Context: an optimization exercise on an open-source flow, tuned for small area, a short achievable clock period and few clock cycles per item. The choices shown serve that exercise and are no tape-out recipe. No functional check of the RTL was part of any run shown here. Power and IR drop assume default switching activity.

[flow/config.mk]
export PLATFORM = sky130hd
export DESIGN_NAME = spmm_top
export DESIGN_NICKNAME = spmm_top
export VERILOG_FILES = /design/flow/design.v
export SDC_FILE = /design/flow/constraint.sdc
export NUM_CORES = 4
export LEC_CHECK = 0
export ABC_AREA = 1
export CAP_MARGIN = 20
export CORE_MARGIN = 2
export CORE_UTILIZATION = 40
export CTS_CLUSTER_DIAMETER = 60
export CTS_CLUSTER_SIZE = 30
export SETUP_SLACK_MARGIN = 4.5
export SLEW_MARGIN = 20
[flow/constraint.sdc]
create_clock -name core_clock -period 7.0 [get_ports {clk}]
set_input_delay 1.4000 -clock core_clock [delete_from_list [all_inputs] [get_ports {clk}]]
set_output_delay 1.4000 -clock core_clock [all_outputs]
set_load 0.01 [all_outputs]
[flow/design.v]
package spmm_pkg;
    localparam int N = 4;
    localparam int W = 8;
    localparam int SPARSE_PCT = 30;
    localparam int DENSE_PCT = 70;
    typedef logic signed [W-1:0] elem_t;
    typedef logic signed [2*W-1:0] prod_t;
    typedef logic [$clog2(N*N)-1:0] idx_t;
    typedef logic [7:0] cnt_t;
    typedef enum logic [1:0] {
        PREC_LOW,
        PREC_MID,
        PREC_HIGH
    } prec_t;
    typedef enum logic [1:0] {
        ENG_DSP,
        ENG_BOOTH,
        ENG_SERIAL
    } engine_t;
    typedef enum logic [1:0] {
        DENS_SPARSE,
        DENS_MEDIUM,
        DENS_DENSE
    } density_t;
endpackage
`timescale 1ns/10ps
module operand_store (
    input  logic            clk,
    input  logic            load_en,
    input  logic            load_sel,
    input  spmm_pkg::idx_t  load_addr,
    input  spmm_pkg::elem_t load_data,
    output logic [16*8-1:0] a_flat,
    output logic [16*8-1:0] b_flat,
    output logic [15:0]     a_nz,
    output logic [15:0]     b_nz,
    output logic [15:0]     a_nz_next,    
    output logic [15:0]     b_nz_next
);
    spmm_pkg::elem_t mem_a [16];
    spmm_pkg::elem_t mem_b [16];
    logic            data_nz;
    assign data_nz = (load_data != '0);
    always_ff @(posedge clk) begin
        for (int e = 0; e < 16; e++) begin
            if (load_en && !load_sel && load_addr == e) begin
                mem_a[e] <= load_data;
                a_nz[e] <= data_nz;
            end
            if (load_en && load_sel && load_addr == e) begin
                mem_b[e] <= load_data;
                b_nz[e] <= data_nz;
            end
        end
    end
    always_comb begin
        for (int e = 0; e < 16; e++) begin
            a_nz_next[e] = (load_en && !load_sel && load_addr == e) ? data_nz : a_nz[e];
            b_nz_next[e] = (load_en && load_sel && load_addr == e) ? data_nz : b_nz[e];
            a_flat[8*e +: 8] = mem_a[e];
            b_flat[8*e +: 8] = mem_b[e];
        end
    end
endmodule
`timescale 1ns/10ps
module result_store (
    input  logic            clk,
    input  logic            clear,        
    input  logic            mac_valid,    
    input  logic [1:0]      mac_row,
    input  logic            row_wen,
    input  logic [1:0]      row_sel,
    input  logic [4*16-1:0] row_data,     
    input  spmm_pkg::idx_t  result_addr,
    output spmm_pkg::prod_t result_data
);
    spmm_pkg::prod_t mem_c [12];
    logic [3:0]      built;
    logic [1:0]      last_row;
    logic [1:0]      rd_row;
    logic [1:0]      rd_col;
    always_ff @(posedge clk) begin
        if (clear) begin
            built <= '0;
        end else if (mac_valid) begin
            built[mac_row] <= 1'b1;
        end
        if (mac_valid) last_row <= mac_row;
        for (int r = 0; r < 3; r++) begin
            if (row_wen && row_sel == r) begin
                for (int j = 0; j < 4; j++) mem_c[4*r+j] <= row_data[16*j +: 16];
            end
        end
    end
    assign rd_row = result_addr[3:2];
    assign rd_col = result_addr[1:0];
    always_ff @(posedge clk) begin
        if (!built[rd_row]) result_data <= '0;
        else if (rd_row == last_row) result_data <= row_data[16*rd_col +: 16];
        else result_data <= mem_c[result_addr];
    end
endmodule
`timescale 1ns/10ps
module row_sparsity (
    input  logic [3:0]        nz,
    input  spmm_pkg::prec_t   precision,
    output spmm_pkg::engine_t engine
);
    logic ge3;
    logic le1;
    assign ge3 = (nz[0] & nz[1] & (nz[2] | nz[3])) | (nz[2] & nz[3] & (nz[0] | nz[1]));
    assign le1 = !((nz[0] & (nz[1] | nz[2] | nz[3])) | (nz[1] & (nz[2] | nz[3])) | (nz[2] & nz[3]));
    always_comb begin
        if (ge3 && precision == 2'd2) engine = spmm_pkg::ENG_DSP;
        else if (le1 && precision == 2'd0) engine = spmm_pkg::ENG_SERIAL;
        else engine = spmm_pkg::ENG_BOOTH;
    end
endmodule
`timescale 1ns/10ps
module booth_mult (
    input  logic [3:0]  neg,
    input  logic [3:0]  one,
    input  logic [3:0]  two,
    input  logic [7:0]  b,
    input  logic [15:0] acc0,
    input  logic [15:0] acc1,
    output logic [15:0] sum0,
    output logic [15:0] sum1
);
    logic p1;
    logic p2;
    logic p3;
    logic p4;
    logic p5;
    logic p6;
    logic p7;
    logic p8;
    logic p9;
    logic q10;
    logic p11;
    logic p12;
    logic p13;
    logic p14;
    logic p15;
    logic p16;
    logic p17;
    logic p18;
    logic p19;
    logic q20;
    logic p21;
    logic p22;
    logic p23;
    logic p24;
    logic p25;
    logic p26;
    logic p27;
    logic p28;
    logic p29;
    logic q30;
    logic p31;
    logic p32;
    logic p33;
    logic p34;
    logic p35;
    logic p36;
    logic p37;
    logic p38;
    logic p39;
    logic q40;
    logic s41;
    logic c42;
    logic s43;
    logic c44;
    logic s45;
    logic c46;
    logic s47;
    logic c48;
    logic s49;
    logic c50;
    logic s51;
    logic c52;
    logic s53;
    logic c54;
    logic s55;
    logic c56;
    logic s57;
    logic c58;
    logic s59;
    logic c60;
    logic s61;
    logic c62;
    logic s63;
    logic c64;
    logic s65;
    logic c66;
    logic s67;
    logic c68;
    logic s69;
    logic c70;
    logic s71;
    logic c72;
    logic s73;
    logic c74;
    logic s75;
    logic c76;
    logic s77;
    logic c78;
    logic s79;
    logic c80;
    logic s81;
    logic c82;
    logic s83;
    logic c84;
    logic s85;
    logic c86;
    logic s87;
    logic c88;
    logic s89;
    logic c90;
    logic s91;
    logic c92;
    logic s93;
    logic c94;
    logic s95;
    logic c96;
    logic s97;
    logic c98;
    logic s99;
    logic c100;
    logic s101;
    logic c102;
    logic s103;
    logic c104;
    logic s105;
    logic c106;
    logic s107;
    logic c108;
    logic s109;
    logic c110;
    logic s111;
    logic c112;
    logic s113;
    logic c114;
    logic s115;
    logic c116;
    logic s117;
    logic c118;
    logic s119;
    logic c120;
    logic s121;
    logic c122;
    logic s123;
    logic c124;
    logic s125;
    logic c126;
    logic s127;
    logic c128;
    logic s129;
    logic c130;
    logic s131;
    logic c132;
    logic s133;
    logic c134;
    logic s135;
    logic c136;
    logic s137;
    logic c138;
    logic s139;
    logic c140;
    logic s141;
    logic c142;
    logic s143;
    logic c144;
    logic s145;
    logic c146;
    logic s147;
    logic c148;
    logic s149;
    logic c150;
    logic s151;
    logic c152;
    assign p1 = (one[0] & b[0]) ^ neg[0];
    assign p2 = ((one[0] & b[1]) | (two[0] & b[0])) ^ neg[0];
    assign p3 = ((one[0] & b[2]) | (two[0] & b[1])) ^ neg[0];
    assign p4 = ((one[0] & b[3]) | (two[0] & b[2])) ^ neg[0];
    assign p5 = ((one[0] & b[4]) | (two[0] & b[3])) ^ neg[0];
    assign p6 = ((one[0] & b[5]) | (two[0] & b[4])) ^ neg[0];
    assign p7 = ((one[0] & b[6]) | (two[0] & b[5])) ^ neg[0];
    assign p8 = ((one[0] & b[7]) | (two[0] & b[6])) ^ neg[0];
    assign p9 = ((one[0] & b[7]) | (two[0] & b[7])) ^ neg[0];
    assign q10 = ~p9;
    assign p11 = (one[1] & b[0]) ^ neg[1];
    assign p12 = ((one[1] & b[1]) | (two[1] & b[0])) ^ neg[1];
    assign p13 = ((one[1] & b[2]) | (two[1] & b[1])) ^ neg[1];
    assign p14 = ((one[1] & b[3]) | (two[1] & b[2])) ^ neg[1];
    assign p15 = ((one[1] & b[4]) | (two[1] & b[3])) ^ neg[1];
    assign p16 = ((one[1] & b[5]) | (two[1] & b[4])) ^ neg[1];
    assign p17 = ((one[1] & b[6]) | (two[1] & b[5])) ^ neg[1];
    assign p18 = ((one[1] & b[7]) | (two[1] & b[6])) ^ neg[1];
    assign p19 = ((one[1] & b[7]) | (two[1] & b[7])) ^ neg[1];
    assign q20 = ~p19;
    assign p21 = (one[2] & b[0]) ^ neg[2];
    assign p22 = ((one[2] & b[1]) | (two[2] & b[0])) ^ neg[2];
    assign p23 = ((one[2] & b[2]) | (two[2] & b[1])) ^ neg[2];
    assign p24 = ((one[2] & b[3]) | (two[2] & b[2])) ^ neg[2];
    assign p25 = ((one[2] & b[4]) | (two[2] & b[3])) ^ neg[2];
    assign p26 = ((one[2] & b[5]) | (two[2] & b[4])) ^ neg[2];
    assign p27 = ((one[2] & b[6]) | (two[2] & b[5])) ^ neg[2];
    assign p28 = ((one[2] & b[7]) | (two[2] & b[6])) ^ neg[2];
    assign p29 = ((one[2] & b[7]) | (two[2] & b[7])) ^ neg[2];
    assign q30 = ~p29;
    assign p31 = (one[3] & b[0]) ^ neg[3];
    assign p32 = ((one[3] & b[1]) | (two[3] & b[0])) ^ neg[3];
    assign p33 = ((one[3] & b[2]) | (two[3] & b[1])) ^ neg[3];
    assign p34 = ((one[3] & b[3]) | (two[3] & b[2])) ^ neg[3];
    assign p35 = ((one[3] & b[4]) | (two[3] & b[3])) ^ neg[3];
    assign p36 = ((one[3] & b[5]) | (two[3] & b[4])) ^ neg[3];
    assign p37 = ((one[3] & b[6]) | (two[3] & b[5])) ^ neg[3];
    assign p38 = ((one[3] & b[7]) | (two[3] & b[6])) ^ neg[3];
    assign p39 = ((one[3] & b[7]) | (two[3] & b[7])) ^ neg[3];
    assign q40 = ~p39;
    assign s41 = acc0[6] ^ acc1[6];
    assign c42 = acc0[6] & acc1[6];
    assign s43 = acc0[7] ^ acc1[7];
    assign c44 = acc0[7] & acc1[7];
    assign s45 = ~(acc0[8] ^ acc1[8]);
    assign c46 = acc0[8] | acc1[8];
    assign s47 = ~acc0[9];
    assign c48 = acc0[9];
    assign s49 = acc0[2] ^ acc1[2];
    assign c50 = acc0[2] & acc1[2];
    assign s51 = acc0[3] ^ acc1[3];
    assign c52 = acc0[3] & acc1[3];
    assign s53 = acc0[4] ^ acc1[4] ^ neg[2];
    assign c54 = (acc0[4] & acc1[4]) | (acc0[4] & neg[2]) | (acc1[4] & neg[2]);
    assign s55 = p5 ^ p13;
    assign c56 = p5 & p13;
    assign s57 = acc0[5] ^ acc1[5] ^ p6;
    assign c58 = (acc0[5] & acc1[5]) | (acc0[5] & p6) | (acc1[5] & p6);
    assign s59 = p14 ^ p22;
    assign c60 = p14 & p22;
    assign s61 = neg[3] ^ s41 ^ p7;
    assign c62 = (neg[3] & s41) | (neg[3] & p7) | (s41 & p7);
    assign s63 = p15 ^ p23 ^ p31;
    assign c64 = (p15 & p23) | (p15 & p31) | (p23 & p31);
    assign s65 = c42 ^ s43 ^ p8;
    assign c66 = (c42 & s43) | (c42 & p8) | (s43 & p8);
    assign s67 = p16 ^ p24 ^ p32;
    assign c68 = (p16 & p24) | (p16 & p32) | (p24 & p32);
    assign s69 = c44 ^ s45 ^ p17;
    assign c70 = (c44 & s45) | (c44 & p17) | (s45 & p17);
    assign s71 = p25 ^ p33 ^ q10;
    assign c72 = (p25 & p33) | (p25 & q10) | (p33 & q10);
    assign s73 = acc1[9] ^ s47 ^ c46;
    assign c74 = (acc1[9] & s47) | (acc1[9] & c46) | (s47 & c46);
    assign s75 = p18 ^ p26 ^ p34;
    assign c76 = (p18 & p26) | (p18 & p34) | (p26 & p34);
    assign s77 = acc0[10] ^ acc1[10] ^ c48;
    assign c78 = (acc0[10] & acc1[10]) | (acc0[10] & c48) | (acc1[10] & c48);
    assign s79 = p27 ^ p35 ^ q20;
    assign c80 = (p27 & p35) | (p27 & q20) | (p35 & q20);
    assign s81 = ~(acc0[11] ^ acc1[11]);
    assign c82 = acc0[11] | acc1[11];
    assign s83 = p28 ^ p36;
    assign c84 = p28 & p36;
    assign s85 = acc0[12] ^ acc1[12] ^ p37;
    assign c86 = (acc0[12] & acc1[12]) | (acc0[12] & p37) | (acc1[12] & p37);
    assign s87 = ~acc0[13];
    assign c88 = acc0[13];
    assign s89 = acc0[0] ^ acc1[0];
    assign c90 = acc0[0] & acc1[0];
    assign s91 = acc0[1] ^ acc1[1];
    assign c92 = acc0[1] & acc1[1];
    assign s93 = neg[1] ^ s49 ^ p3;
    assign c94 = (neg[1] & s49) | (neg[1] & p3) | (s49 & p3);
    assign s95 = c50 ^ s51 ^ p4;
    assign c96 = (c50 & s51) | (c50 & p4) | (s51 & p4);
    assign s97 = c52 ^ p21 ^ s53;
    assign c98 = (c52 & p21) | (c52 & s53) | (p21 & s53);
    assign s99 = c54 ^ c56 ^ s59;
    assign c100 = (c54 & c56) | (c54 & s59) | (c56 & s59);
    assign s101 = c60 ^ c58 ^ s61;
    assign c102 = (c60 & c58) | (c60 & s61) | (c58 & s61);
    assign s103 = c62 ^ c64 ^ s65;
    assign c104 = (c62 & c64) | (c62 & s65) | (c64 & s65);
    assign s105 = c66 ^ c68 ^ s69;
    assign c106 = (c66 & c68) | (c66 & s69) | (c68 & s69);
    assign s107 = s73 ^ c70 ^ c72;
    assign c108 = (s73 & c70) | (s73 & c72) | (c70 & c72);
    assign s109 = s77 ^ c74 ^ c76;
    assign c110 = (s77 & c74) | (s77 & c76) | (c74 & c76);
    assign s111 = s81 ^ c78 ^ s83;
    assign c112 = (s81 & c78) | (s81 & s83) | (c78 & s83);
    assign s113 = c82 ^ q30 ^ c84;
    assign c114 = (c82 & q30) | (c82 & c84) | (q30 & c84);
    assign s115 = acc1[13] ^ s87 ^ p38;
    assign c116 = (acc1[13] & s87) | (acc1[13] & p38) | (s87 & p38);
    assign s117 = acc0[14] ^ acc1[14] ^ c88;
    assign c118 = (acc0[14] & acc1[14]) | (acc0[14] & c88) | (acc1[14] & c88);
    assign s119 = ~acc0[15];
    assign c120 = acc0[15];
    assign s121 = neg[0] ^ s89;
    assign c122 = neg[0] & s89;
    assign s123 = c90 ^ s91 ^ p2;
    assign c124 = (c90 & s91) | (c90 & p2) | (s91 & p2);
    assign s125 = c92 ^ p11 ^ s93;
    assign c126 = (c92 & p11) | (c92 & s93) | (p11 & s93);
    assign s127 = p12 ^ c94 ^ s95;
    assign c128 = (p12 & c94) | (p12 & s95) | (c94 & s95);
    assign s129 = s55 ^ c96 ^ s97;
    assign c130 = (s55 & c96) | (s55 & s97) | (c96 & s97);
    assign s131 = s57 ^ c98 ^ s99;
    assign c132 = (s57 & c98) | (s57 & s99) | (c98 & s99);
    assign s133 = s63 ^ c100 ^ s101;
    assign c134 = (s63 & c100) | (s63 & s101) | (c100 & s101);
    assign s135 = s67 ^ c102 ^ s103;
    assign c136 = (s67 & c102) | (s67 & s103) | (c102 & s103);
    assign s137 = s71 ^ c104 ^ s105;
    assign c138 = (s71 & c104) | (s71 & s105) | (c104 & s105);
    assign s139 = s75 ^ c106 ^ s107;
    assign c140 = (s75 & c106) | (s75 & s107) | (c106 & s107);
    assign s141 = s79 ^ c108 ^ s109;
    assign c142 = (s79 & c108) | (s79 & s109) | (c108 & s109);
    assign s143 = c80 ^ c110 ^ s111;
    assign c144 = (c80 & c110) | (c80 & s111) | (c110 & s111);
    assign s145 = s85 ^ s113 ^ c112;
    assign c146 = (s85 & s113) | (s85 & c112) | (s113 & c112);
    assign s147 = c86 ^ s115 ^ c114;
    assign c148 = (c86 & s115) | (c86 & c114) | (s115 & c114);
    assign s149 = s117 ^ q40 ^ c116;
    assign c150 = (s117 & q40) | (s117 & c116) | (q40 & c116);
    assign s151 = acc1[15] ^ s119 ^ c118;
    assign c152 = (acc1[15] & s119) | (acc1[15] & c118) | (s119 & c118);
    assign sum0 = {s151, s149, c146, c144, c142, c140, c138, c136, c134, c132, c130, c128, c126, c124, c122, s121};
    assign sum1 = {c150, c148, s147, s145, s143, s141, s139, s137, s135, s133, s131, s129, s127, s125, s123, p1};
endmodule
`timescale 1ns/10ps
module mac_unit (
    input  logic            clk,
    input  logic [3:0]      a_neg,
    input  logic [3:0]      a_one,
    input  logic [3:0]      a_two,
    input  logic [4*8-1:0]  b_row,
    input  logic            cont,
    output logic [4*16-1:0] c_row
);
    logic [4*16-1:0] acc0;
    logic [4*16-1:0] acc1;
    logic [4*16-1:0] sum0;
    logic [4*16-1:0] sum1;
    for (genvar j = 0; j < 4; j++) begin : g_col
        booth_mult u_mult (
            .neg  (a_neg),
            .one  (a_one),
            .two  (a_two),
            .b    (b_row[8*j +: 8]),
            .acc0 (cont ? acc0[16*j +: 16] : 16'd0),
            .acc1 (cont ? acc1[16*j +: 16] : 16'd0),
            .sum0 (sum0[16*j +: 16]),
            .sum1 (sum1[16*j +: 16])
        );
        assign c_row[16*j +: 16] = acc0[16*j +: 16] + acc1[16*j +: 16];
    end
    always_ff @(posedge clk) begin
        acc0 <= sum0;
        acc1 <= sum1;
    end
endmodule
`timescale 1ns/10ps
module spmm_control (
    input  logic              clk,
    input  logic              reset,
    input  logic              start,
    input  spmm_pkg::prec_t   precision,
    input  logic [16*8-1:0]   a_flat,
    input  logic [16*8-1:0]   b_flat,
    input  logic [15:0]       a_nz,
    input  logic [15:0]       b_nz,
    input  logic [15:0]       a_nz_next,
    input  logic [15:0]       b_nz_next,
    output logic              busy_o,
    output logic              done,
    output logic              sel_valid,
    output spmm_pkg::engine_t sel_engine,
    output spmm_pkg::cnt_t    macs_executed,
    output spmm_pkg::cnt_t    macs_skipped,
    output logic              c_clear,
    output logic [3:0]        mac_neg,
    output logic [3:0]        mac_one,
    output logic [3:0]        mac_two,
    output logic [4*8-1:0]    mac_b,
    output logic              mac_cont,
    output logic              mac_valid,
    output logic [1:0]        mac_row,
    output logic              wr_valid,
    output logic [1:0]        wr_row
);
    logic [15:0] pending;       
    logic [15:0] mask_next;
    logic        busy;
    logic [15:0] src;
    logic [15:0] pick;
    logic [3:0]  row_any;
    logic [3:0]  row_first;
    logic [3:0]  col_first [4];
    logic [7:0]  row_a [4];
    logic [1:0]  pick_row;
    logic [3:0]  pick_k_hot;
    logic [7:0]  pick_a;
    logic [31:0] pick_b;
    logic [2:0]  pick_cnt;
    logic [2:0]  b_row_cnt [4];
    logic        issue;
    logic [2:0]  mac_cnt;
    logic [1:0]  sel_row;
    logic [6:0]  exec_cnt;
    logic [6:0]  skip_cnt;
    spmm_pkg::engine_t row_eng [4];
    logic        launch;
    logic        finish;
    for (genvar k = 0; k < 4; k++) begin : g_brow
        assign b_row_cnt[k] = 3'(b_nz[4*k]) + 3'(b_nz[4*k+1]) + 3'(b_nz[4*k+2]) + 3'(b_nz[4*k+3]);
    end
    for (genvar r = 0; r < 4; r++) begin : g_class
        row_sparsity u_class (
            .nz        (a_nz[4*r +: 4]),
            .precision (precision),
            .engine    (row_eng[r])
        );
    end
    always_comb begin
        for (int e = 0; e < 16; e++)
            mask_next[e] = a_nz_next[e] & (|b_nz_next[4*(e%4) +: 4]);
    end
    always_comb begin
        src = pending;
        for (int r = 0; r < 4; r++) begin
            row_any[r] = |src[4*r +: 4];
            col_first[r][0] = src[4*r];
            col_first[r][1] = src[4*r+1] & !src[4*r];
            col_first[r][2] = src[4*r+2] & !src[4*r+1] & !src[4*r];
            col_first[r][3] = src[4*r+3] & !src[4*r+2] & !src[4*r+1] & !src[4*r];
        end
        row_first[0] = row_any[0];
        row_first[1] = row_any[1] & !row_any[0];
        row_first[2] = row_any[2] & !row_any[1] & !row_any[0];
        row_first[3] = row_any[3] & !row_any[2] & !row_any[1] & !row_any[0];
        for (int r = 0; r < 4; r++) begin
            row_a[r] = '0;
            for (int k = 0; k < 4; k++) row_a[r] |= col_first[r][k] ? a_flat[8*(4*r+k) +: 8] : 8'd0;
        end
        pick_row = '0;
        pick_a = '0;
        pick_k_hot = '0;
        for (int r = 0; r < 4; r++) begin
            pick_row |= row_first[r] ? 2'(r) : 2'd0;
            pick_a |= row_first[r] ? row_a[r] : 8'd0;
            pick_k_hot |= row_first[r] ? col_first[r] : 4'd0;
        end
        for (int e = 0; e < 16; e++) pick[e] = row_first[e / 4] & col_first[e / 4][e % 4];
        pick_b = '0;
        pick_cnt = '0;
        for (int k = 0; k < 4; k++) begin
            pick_b |= pick_k_hot[k] ? b_flat[32*k +: 32] : 32'd0;
            pick_cnt |= pick_k_hot[k] ? b_row_cnt[k] : 3'd0;
        end
    end
    assign launch = start && !busy;
    assign c_clear = launch;
    assign finish = busy && pending == '0 && (!sel_valid || sel_row[1]);
    assign issue = (launch || busy) && src != '0;
    always_ff @(posedge clk or posedge reset) begin
        if (reset) begin
            busy <= 1'b0;
            busy_o <= 1'b0;
            done <= 1'b0;
            sel_valid <= 1'b0;
            sel_row <= '0;
            exec_cnt <= '0;
            skip_cnt <= '0;
            mac_valid <= 1'b0;
            wr_valid <= 1'b0;
        end else begin
            done <= 1'b0;
            mac_valid <= issue;
            wr_valid <= mac_valid;
            if (launch) begin
                busy <= 1'b1;
                busy_o <= 1'b1;
                sel_valid <= 1'b1;
                sel_row <= '0;
                exec_cnt <= '0;
                skip_cnt <= 7'd64;
            end else begin
                if (sel_valid) begin
                    sel_row <= sel_row + 1'b1;
                    if (sel_row == 2'd3) sel_valid <= 1'b0;
                end
                if (finish) begin
                    busy <= 1'b0;
                    busy_o <= 1'b0;
                    done <= 1'b1;
                end
                if (mac_valid) begin
                    exec_cnt <= exec_cnt + 7'(mac_cnt);
                    skip_cnt <= skip_cnt - 7'(mac_cnt);
                end
            end
        end
    end
    always_ff @(posedge clk) begin
        if (launch || (busy && !finish)) pending <= src & ~pick;
        else pending <= mask_next;
        mac_row <= pick_row;
        mac_cnt <= pick_cnt;
        mac_cont <= !issue || (busy && mac_valid && mac_row == pick_row);
        mac_b <= pick_b;
        for (int d = 0; d < 4; d++) begin
            logic b2, b1, b0;
            b2 = pick_a[2*d+1];
            b1 = pick_a[2*d];
            b0 = (d == 0) ? 1'b0 : pick_a[2*d-1];
            mac_neg[d] <= issue && (b2 & ~(b1 & b0));
            mac_one[d] <= issue && (b1 ^ b0);
            mac_two[d] <= issue && ((b2 & ~b1 & ~b0) | (~b2 & b1 & b0));
        end
        wr_row <= mac_row;
        if (launch) sel_engine <= row_eng[0];
        else if (sel_valid) sel_engine <= row_eng[sel_row + 2'd1];
    end
    assign macs_executed = {1'b0, exec_cnt};
    assign macs_skipped = {1'b0, skip_cnt};
endmodule
`timescale 1ns/10ps
module spmm_top (
    input  logic              clk,
    input  logic              reset,
    input  logic              load_en,
    input  logic              load_sel,
    input  spmm_pkg::idx_t    load_addr,
    input  spmm_pkg::elem_t   load_data,
    input  spmm_pkg::prec_t   precision,
    input  logic              start,
    output logic              busy,
    output logic              done,
    output logic              sel_valid,
    output spmm_pkg::engine_t sel_engine,
    output spmm_pkg::cnt_t    macs_executed,
    output spmm_pkg::cnt_t    macs_skipped,
    input  spmm_pkg::idx_t    result_addr,
    output spmm_pkg::prod_t   result_data
);
    logic [16*8-1:0] a_flat;
    logic [16*8-1:0] b_flat;
    logic [15:0]     a_nz;
    logic [15:0]     b_nz;
    logic [15:0]     a_nz_next;
    logic [15:0]     b_nz_next;
    logic            c_clear;
    logic [3:0]      mac_neg;
    logic [3:0]      mac_one;
    logic [3:0]      mac_two;
    logic [4*8-1:0]  mac_b;
    logic            mac_cont;
    logic            mac_valid;
    logic [1:0]      mac_row;
    logic            wr_valid;
    logic [1:0]      wr_row;
    logic [4*16-1:0] c_row;
    operand_store u_operands (
        .clk       (clk),
        .load_en   (load_en),
        .load_sel  (load_sel),
        .load_addr (load_addr),
        .load_data (load_data),
        .a_flat    (a_flat),
        .b_flat    (b_flat),
        .a_nz      (a_nz),
        .b_nz      (b_nz),
        .a_nz_next (a_nz_next),
        .b_nz_next (b_nz_next)
    );
    spmm_control u_control (
        .clk           (clk),
        .reset         (reset),
        .start         (start),
        .precision     (precision),
        .a_flat        (a_flat),
        .b_flat        (b_flat),
        .a_nz          (a_nz),
        .b_nz          (b_nz),
        .a_nz_next     (a_nz_next),
        .b_nz_next     (b_nz_next),
        .busy_o        (busy),
        .done          (done),
        .sel_valid     (sel_valid),
        .sel_engine    (sel_engine),
        .macs_executed (macs_executed),
        .macs_skipped  (macs_skipped),
        .c_clear       (c_clear),
        .mac_neg       (mac_neg),
        .mac_one       (mac_one),
        .mac_two       (mac_two),
        .mac_b         (mac_b),
        .mac_cont      (mac_cont),
        .mac_valid     (mac_valid),
        .mac_row       (mac_row),
        .wr_valid      (wr_valid),
        .wr_row        (wr_row)
    );
    mac_unit u_mac (
        .clk   (clk),
        .a_neg (mac_neg),
        .a_one (mac_one),
        .a_two (mac_two),
        .b_row (mac_b),
        .cont  (mac_cont),
        .c_row (c_row)
    );
    result_store u_results (
        .clk         (clk),
        .clear       (c_clear),
        .mac_valid   (mac_valid),
        .mac_row     (mac_row),
        .row_wen     (wr_valid),
        .row_sel     (wr_row),
        .row_data    (c_row),
        .result_addr (result_addr),
        .result_data (result_data)
    );
endmodule
[flow/run.sh]
#!/bin/bash
# synth_recipe.tcl (not shown) runs the flow's synth.tcl, then flattens the netlist and writes it again
# the make line also repeats each setting of config.mk as NAME=value (left out here)
make -C /OpenROAD-flow-scripts/flow DESIGN_CONFIG=/design/flow/config.mk WORK_HOME=/design/flow/orfs CLKGATE_MAP_FILE= SYNTH_SCRIPT=/design/flow/synth_recipe.tcl finish
==> flow_metrics.tcl, run 1 <==
set metrics [dict create \
    cp-endpoint "u_mac.acc1[54]$_DFF_P_" \
    ys_types 58 \
    crit_path_cell_trace "buf_16 > buf_4 > nand2_1 > inv_1 > ha_1 > fa_1 > fa_2 > fa_2" \
    netlist_instances 3675 \
    wl_um 103000 \
    crit_path_start "u_control.mac_cont$_DFF_P_" \
    syn-cell-area_um2 36600 \
    grt_usage 0.219 \
    maxCapViolations 0 \
    dp_hpwl_um 68800 \
    syn2layout_area_growth_pct 19.3 \
    ctsHoldBuffers 0 \
    grt_pass1_vias 25900 \
    rsz0062_at_grt "true" \
    first_pass_iters 6 \
    io_buffers 57 \
    avgSynthCellArea_um2 9.97 \
    ios 60 \
    power.leakage_uw 0.0189 \
    dr_wl_met2_um 49200 \
    final_nets 4218 \
    finalCriticalPeriod_ps 2650 \
    dieArea_um2 94000 \
    via_per_inst 5.10 \
    clock_path_buffers 3 \
    ys_ff_latch 721 \
    min_path_type "register to register" \
    synth_top_flop_cell "edfxtp_1" \
    critPathSlowestCell "fa_2" \
    mostFrequentLayoutCells "nand2_1, edfxtp_1, inv_1, dfxtp_1, xor2_1" \
    setup_tns_ps 0 \
    die_h_um 307 \
    synth_edf_count 452 \
    cp.depth 8 \
    rr_worst_depth 8 \
    gp_congestion 0.895 \
    max-slew-margin-rel 0.339 \
    cts_tree "built" \
    peakVddDrop_v 0.000256 \
    timing.rr.start "u_control.mac_cont$_DFF_P_" \
    clockRootBuffer "clkbuf_16" \
    cts.sinks 721 \
    slew_viol_final 0 \
    cpPeakStageDelay_ps 550 \
    antenna_found_initial 1 \
    core_area_um2 91200 \
    status "no timing/DRC/antenna violations" \
    clock_skew_ps 29.0 \
    worst_slew_pin_slew_ps 992 \
    timing_hold_violations_final 0 \
    cts.clk_slew.worst_paths_ps 90 \
    r2r_end "u_mac.acc1[54]$_DFF_P_" \
    max_freq_mhz 378 \
    wl_per_cell_um 20.0 \
    overflow 0 \
    cp_top_family "adder cells" \
    path_common_cell "fa_2" \
    cts_buffers 60 \
    worst-path-buf-inv 3 \
    layout.cells.most_common "nand2_1" \
    cp-end-kind "register" \
    drt-initial-drc-count 2260 \
    grt_start_max_net_pins 65 \
    htree_levels 2 \
    criticalPathCategory "register to register" \
    worstPathArrival_ps 3220 \
    wirelength_met1_um 44700 \
    timing.final.ws_setup_ps 4350 \
    startpoint_type "register" \
    yosysWarnings 15 \
    row_count 111 \
    reg2reg_slack_ps 4350 \
    via_count 26200 \
    antenna_left 0 \
    drc_errors 0 \
    async_flop_share 0.0291 \
    insertion_delay_ps 690 \
    cp_max_fo 10 \
    finalSetupViolCount 0 \
    yosysSeqAreaShare 0.520 \
    grt_pass1_wl_um 157000 \
    place_ws_ps 2700 \
    top_layer "met4" \
    fin_crit_sh 0.378 \
    drive_gt1_frac 0.164 \
    die_x_um 307 \
    powerDensity_nw_per_um2 545 \
    wl_met3_um 5710 \
    crit_required_ps 7570 \
    initial_core_util 0.402 \
]
-- per-stage QoR --
stage	instance area, um^2	hold slack [ps]	total power, uW	cells	utilization
after floorplan	37200	357	15200	3676	-
after global placement	38800	442	18700	4854	0.425
after detailed placement	38800	442	19000	4855	0.425
after CTS	43100	451	23500	5097	0.472
after global routing	43700	469	25800	5134	0.479
final	43700	457	23800	5136	0.479
-- layer usage --
metal | vias to the layer above | GRT usage
met4 | 0 | 0.0701
met5 | - | 0
li1 | 12500 | -
met2 | 826 | 0.368
met1 | 12700 | 0.296
met3 | 183 | 0.0276
-- Yosys cell counts, types with 2 or more instances --
cell type    n  share of area
nand2_4      4         0.0012
o21ai_1      3        0.00041
a31oi_1      5        0.00085
nor3_1      24         0.0033
o22ai_1    117          0.020
or2_0        3        0.00051
a22o_1       3        0.00072
xor2_1     165          0.039
a211oi_1    15         0.0031
nor2_1     195          0.020
buf_2       25         0.0034
o21bai_1     5         0.0010
o31ai_1     10         0.0020
inv_2       23         0.0024
o21ai_4      3         0.0013
a21oi_1    106          0.014
nor2_2      15         0.0026
nand3b_1    11         0.0023
and2_1      27         0.0046
buf_1       22         0.0023
nor3b_1      4        0.00082
a21o_1       2        0.00041
o21ai_0     62         0.0085
nor2_4       6         0.0018
buf_4       10         0.0020
buf_6        8         0.0025
xnor2_1     21         0.0050
fa_1       170          0.093
nand4_1     85          0.015
dfrtp_1     21          0.014
nand2_2      2        0.00034
ha_1       129          0.044
o2111ai_1    2        0.00048
dfxtp_1    248           0.14
clkbuf_1    27         0.0028
edfxtp_1   452           0.37
nand3_1    136          0.019
inv_1      488          0.050
nor3_2       2        0.00055
nand2_1    986           0.10
o21a_1      16         0.0033
-- logic make-up after synthesis --
family | count (synthesis) | share of synthesized area
other cells | 1 | 0.000102
xor+xnor | 186 | 0.0445
simple gates | 1507 | 0.174
fa+ha+maj | 299 | 0.137
flops | 721 | 0.520
buf+inv | 605 | 0.0656
compound gates | 356 | 0.0584
-- sequential cells by signal (all words and copies together), names as in the netlist, 16 cells and up --
signal,count
u_operands.mem_a,128
u_control.mac_b,32
u_results.mem_c,192
u_operands.b_nz,16
u_operands.a_nz,16
u_control.pending,16
u_mac.acc1,64
u_results.result_data,16
u_mac.acc0,64
u_operands.mem_b,128
-- where the power goes --
group / switching [uW] / leakage [uW] / total [uW] / internal (uW)
clock network: 1940 / 0.00110 / 3790 / 1850
registers: 789 / 0.00648 / 7450 / 6660
logic: 8060 / 0.0113 / 12600 / 4510
total: 10800 / 0.0189 / 23800 / 13000
-- worst min-delay path by stage --
stage / cells after the start / start / slack (ps) / endpoint
2_1_floorplan: 0 / u_control.mac_row[1]$_DFF_P_ / 360 / u_control.wr_row[1]$_DFF_P_
3_5_place_dp: 2 / u_operands.mem_b[5][1]$_DFFE_PN_ / 440 / u_control.mac_b[9]$_DFF_P_
6_report: 2 / u_operands.mem_b[5][1]$_DFFE_PN_ / 460 / u_control.mac_b[9]$_DFF_P_
4_1_cts: 2 / u_operands.mem_b[5][1]$_DFFE_PN_ / 450 / u_control.mac_b[9]$_DFF_P_
5_1_grt: 2 / u_operands.mem_b[9][2]$_DFFE_PN_ / 470 / u_control.mac_b[10]$_DFF_P_
3_3_place_gp: 2 / u_operands.mem_b[5][4]$_DFFE_PN_ / 440 / u_control.mac_b[12]$_DFF_P_
-- worst min-delay path: stages, from the launching register on --
cell      delay (ps)
edfxtp_1         330
nand2_1           50
nand4_1           60
-- cell type report --
type,count,area [um^2]
well taps,1186,1480
clock inverters,53,781
fillers,8205,47500
repair buffers,249,2650
flip-flops and latches,721,19100
diodes,2,5.00
clock buffers,61,1510
multi-input cells,2351,16100
inverters,513,2020
-- timing repair --
action / CTS / global route
setup buffers: 112 / 33
cloned: 16 / 4
gates resized for setup: 380 / 138
setup endpoints to repair: 317 / 150
pin swaps: 56 / 37
==> run 2: changes to the inputs <==
--- a/flow/config.mk
+++ b/flow/config.mk
@@ -14,2 +14,3 @@
 export SETUP_SLACK_MARGIN = 4.5
 export SLEW_MARGIN = 20
+export TNS_END_PERCENT = 10
==> run 2 against run 1 <==
Against the previous run:
- register-to-register slack worse by 40 ps
- flip-flop and latch count unchanged
- synthesized cell count did not move
- first-iteration DRC count up 3.3%
- total power decreased by 0.52%
- combinational power about the same
- final cell count is 0.51% lower
- critical endpoint is now u_mac.acc1[39]$_DFF_P_
- clock skew rose by 24 ps
- clock-buffer cell count shrank 1
- routed wire length rose by 3.9%
- still clean
- sequential share of layout area rose by 0.57 points
==> flow_metrics.tcl, run 2 <==
set metrics [dict create \
    async_flop_share 0.0291 \
    rsz0062_at_grt "true" \
    layout.cells.most_common "nand2_1" \
    initial_core_util 0.402 \
    wl_per_cell_um 20.9 \
    setup_tns_ps 0 \
    yosysSeqAreaShare 0.520 \
    drive_gt1_frac 0.123 \
    place_ws_ps 2870 \
    yosys.area.top_type "edfxtp_1" \
    fin_crit_sh 0.384 \
    antenna_left 0 \
    synth_top_flop_cell "edfxtp_1" \
    wl_met3_um 6990 \
    finalSetupViolCount 0 \
    insertion_delay_ps 700 \
    largest_reg_flops 192 \
    clockRootBuffer "clkbuf_16" \
    grt_pass1_wl_um 160000 \
    core_area_um2 91200 \
    syn2layout_area_growth_pct 17.7 \
    synth.cells.most_frequent "nand2_1, inv_1, edfxtp_1" \
    ys_ff_latch 721 \
    drc_errors 0 \
    layout.cells.non_filler 5110 \
    status "no timing/DRC/antenna violations" \
    first_pass_iters 5 \
    avgSynthCellArea_um2 9.97 \
    clock_skew_ps 53.1 \
    ctsHoldBuffers 0 \
    timing.final.ws_setup_ps 4310 \
    cts_tree "built" \
    min_path_type "register to register" \
    via_count 26400 \
    p_total_uw 23700 \
    grt_usage 0.226 \
    dp_cells 4867 \
    peakVddDrop_v 0.000331 \
    cts.clk_slew.worst_paths_ps 100 \
    max_flop_register "u_results.mem_c" \
    cp-end-kind "register" \
    yosysWarnings 15 \
    fin_util 0.473 \
    dr_wl_met2_um 49400 \
    cp_max_fo 8 \
    final_nets 4194 \
    wl_um 107000 \
    io_buffers 57 \
    powerDensity_nw_per_um2 549 \
    htree_levels 2 \
    dieArea_um2 94000 \
    dp_hpwl_um 70900 \
    finalCriticalPeriod_ps 2690 \
    crit_required_ps 7570 \
    max_freq_mhz 372 \
    max-slew-margin-rel 0.236 \
    overflow 0 \
    maxCapViolations 0 \
    cts_buffers 59 \
    clock_path_buffers 3 \
    gp_congestion 0.913 \
    grt_pass1_vias 25600 \
    worstPathArrival_ps 3250 \
    syn-cell-area_um2 36600 \
    slew_viol_final 0 \
    netlist_instances 3675 \
    worst_slew_pin_slew_ps 1140 \
    wirelength_met1_um 45100 \
    mostFrequentLayoutCells "nand2_1, inv_1, edfxtp_1, dfxtp_1, fa_1" \
    fillerInstances 8297 \
    cts.sinks 721 \
    via_per_inst 5.17 \
    startpoint_type "register" \
    synth_top_area_frac 0.370 \
    die_x_um 307 \
    synthTopCellsByArea "edfxtp_1, dfxtp_1, nand2_1, fa_1, inv_1" \
    die_h_um 307 \
    drt-initial-drc-count 2335 \
    top_layer "met4" \
    criticalPathCategory "register to register" \
    top_regs "u_results.mem_c (192), u_operands.mem_a (128), u_operands.mem_b (128)" \
    antenna_found_initial 1 \
    grt_start_max_net_pins 65 \
    timing_hold_violations_final 0 \
    ys_types 58 \
    power.leakage_uw 0.0188 \
    ios 60 \
    row_count 111 \
    synth_edf_count 452 \
    synth.most_common_cell "nand2_1" \
]
[run 2: cell count changes in the layout (fill, tap and decap cells not counted), moves of 13 or more]
| cell | previous run | this run |
|---|---|---|
| nor2_1 | 146 | 163 |
| inv_1 | 451 | 474 |
| nor2_4 | 49 | 36 |
| buf_4 | 134 | 119 |
| fa_1 | 137 | 167 |
| nand2_1 | 939 | 970 |
| inv_2 | 43 | 18 |
| buf_6 | 25 | 5 |
| fa_2 | 33 | 3 |
| nand2_2 | 34 | 10 |
[run 2: routing by layer]
metal / GRT usage / up-vias
li1: - / 12400
met1: 0.302 / 12700
met2: 0.370 / 985
met3: 0.0293 / 260
met4: 0.101 / 0
met5: 0 / -
[run 2: layout make-up]
cell class              instances  area, um^2  share of cell area
clock buffers                  60        1480              0.0343
flip-flops and latches        721       19100               0.443
multi-input cells            2353       15700               0.363
clock inverters                52         935              0.0217
diodes                          1        2.50           0.0000580
well taps                    1186        1480              0.0344
inverters                     513        2020              0.0468
repair buffers                224        2430              0.0563
[run 2: logic make-up (layout without fill, tap and decap cells)]
group           after synthesis  count (layout)  share of synthesized area
compound gates              356             358                     0.0584
simple gates               1507            1508                      0.174
xor+xnor                    186             186                     0.0445
flops                       721             721                      0.520
fa+ha+maj                   299             299                      0.137
other cells                   1               3                   0.000102
buf+inv                     605             849                     0.0656
[run 2: report_power, final]
part / internal [uW] / switching (uW)
Sequential: 6670 / 820
Combinational: 4220 / 8050
Clock: 1820 / 2110
[run 2: critical path: stages, from the launching register on]
cell     delay [ps]
dfxtp_1         390
inv_1           180
o22ai_1         290
xor2_2          200
fa_2            480
fa_1            520
inv_1            50
fa_1            450
[run 2: path summary, 6_finish.rpt]
kind	start	end	slack [ps]	depth (start not counted)
setup / recovery	u_control.mac_b[22]$_DFF_P_	u_mac.acc1[39]$_DFF_P_	4310	7
hold / removal	u_operands.mem_b[2][0]$_DFFE_PN_	u_control.mac_b[16]$_DFF_P_	470	2
setup reg to reg	u_control.mac_b[22]$_DFF_P_	u_mac.acc1[39]$_DFF_P_	4310	7
hold reg to reg	u_operands.mem_b[2][0]$_DFFE_PN_	u_control.mac_b[16]$_DFF_P_	470	2
max in group asynchronous	reset	u_control.skip_cnt[1]$_DFFE_PP0P_	5200	2
min in group asynchronous	reset	u_control.skip_cnt[3]$_DFFE_PP0P_	1190	2
[run 2: metrics by stage]
stage	hold WS [ps]	cell area, um^2
4_1_cts	465	42700
3_3_place_gp	436	38600
3_5_place_dp	446	38600
6_report	466	43100
5_1_grt	486	43100
2_1_floorplan	357	36700
[run 2: what timing repair did]
action                     4_1_cts  5_1_grt
gates cloned                    16        3
resized for setup              333       62
setup endpoints to repair      363      180
setup buffers                   85       26
pin swaps                       31       17

-- what the ideal ports hide --
The flow's constraints put no driver on any port. The routed layouts listed below were extracted and timed again, unchanged, in two steps.
Step 1 assumes that a clkbuf_16 drives the clock port and a buf_2 every other input.
Step 2 times the ports against the registers' clock, not the clock port: input delays grow and output delays shrink by t, the midpoint of the rising clock arrivals with the driver on.
a / b / c = ideal ports / drivers / drivers and shift; a / b = the first two.
run | t, ns | setup slack, ns | worst setup path at the end
run 1 | 0.746 | 4.354 / 4.301 / 3.875 | input to register
run 2 | 0.736 | 4.313 / 4.254 / 3.655 | input to register
After both steps every run listed still meets setup and hold. The setup slack of run 2, which loses most, moves by -0.059 ns with the drivers and by -0.658 ns with both steps.
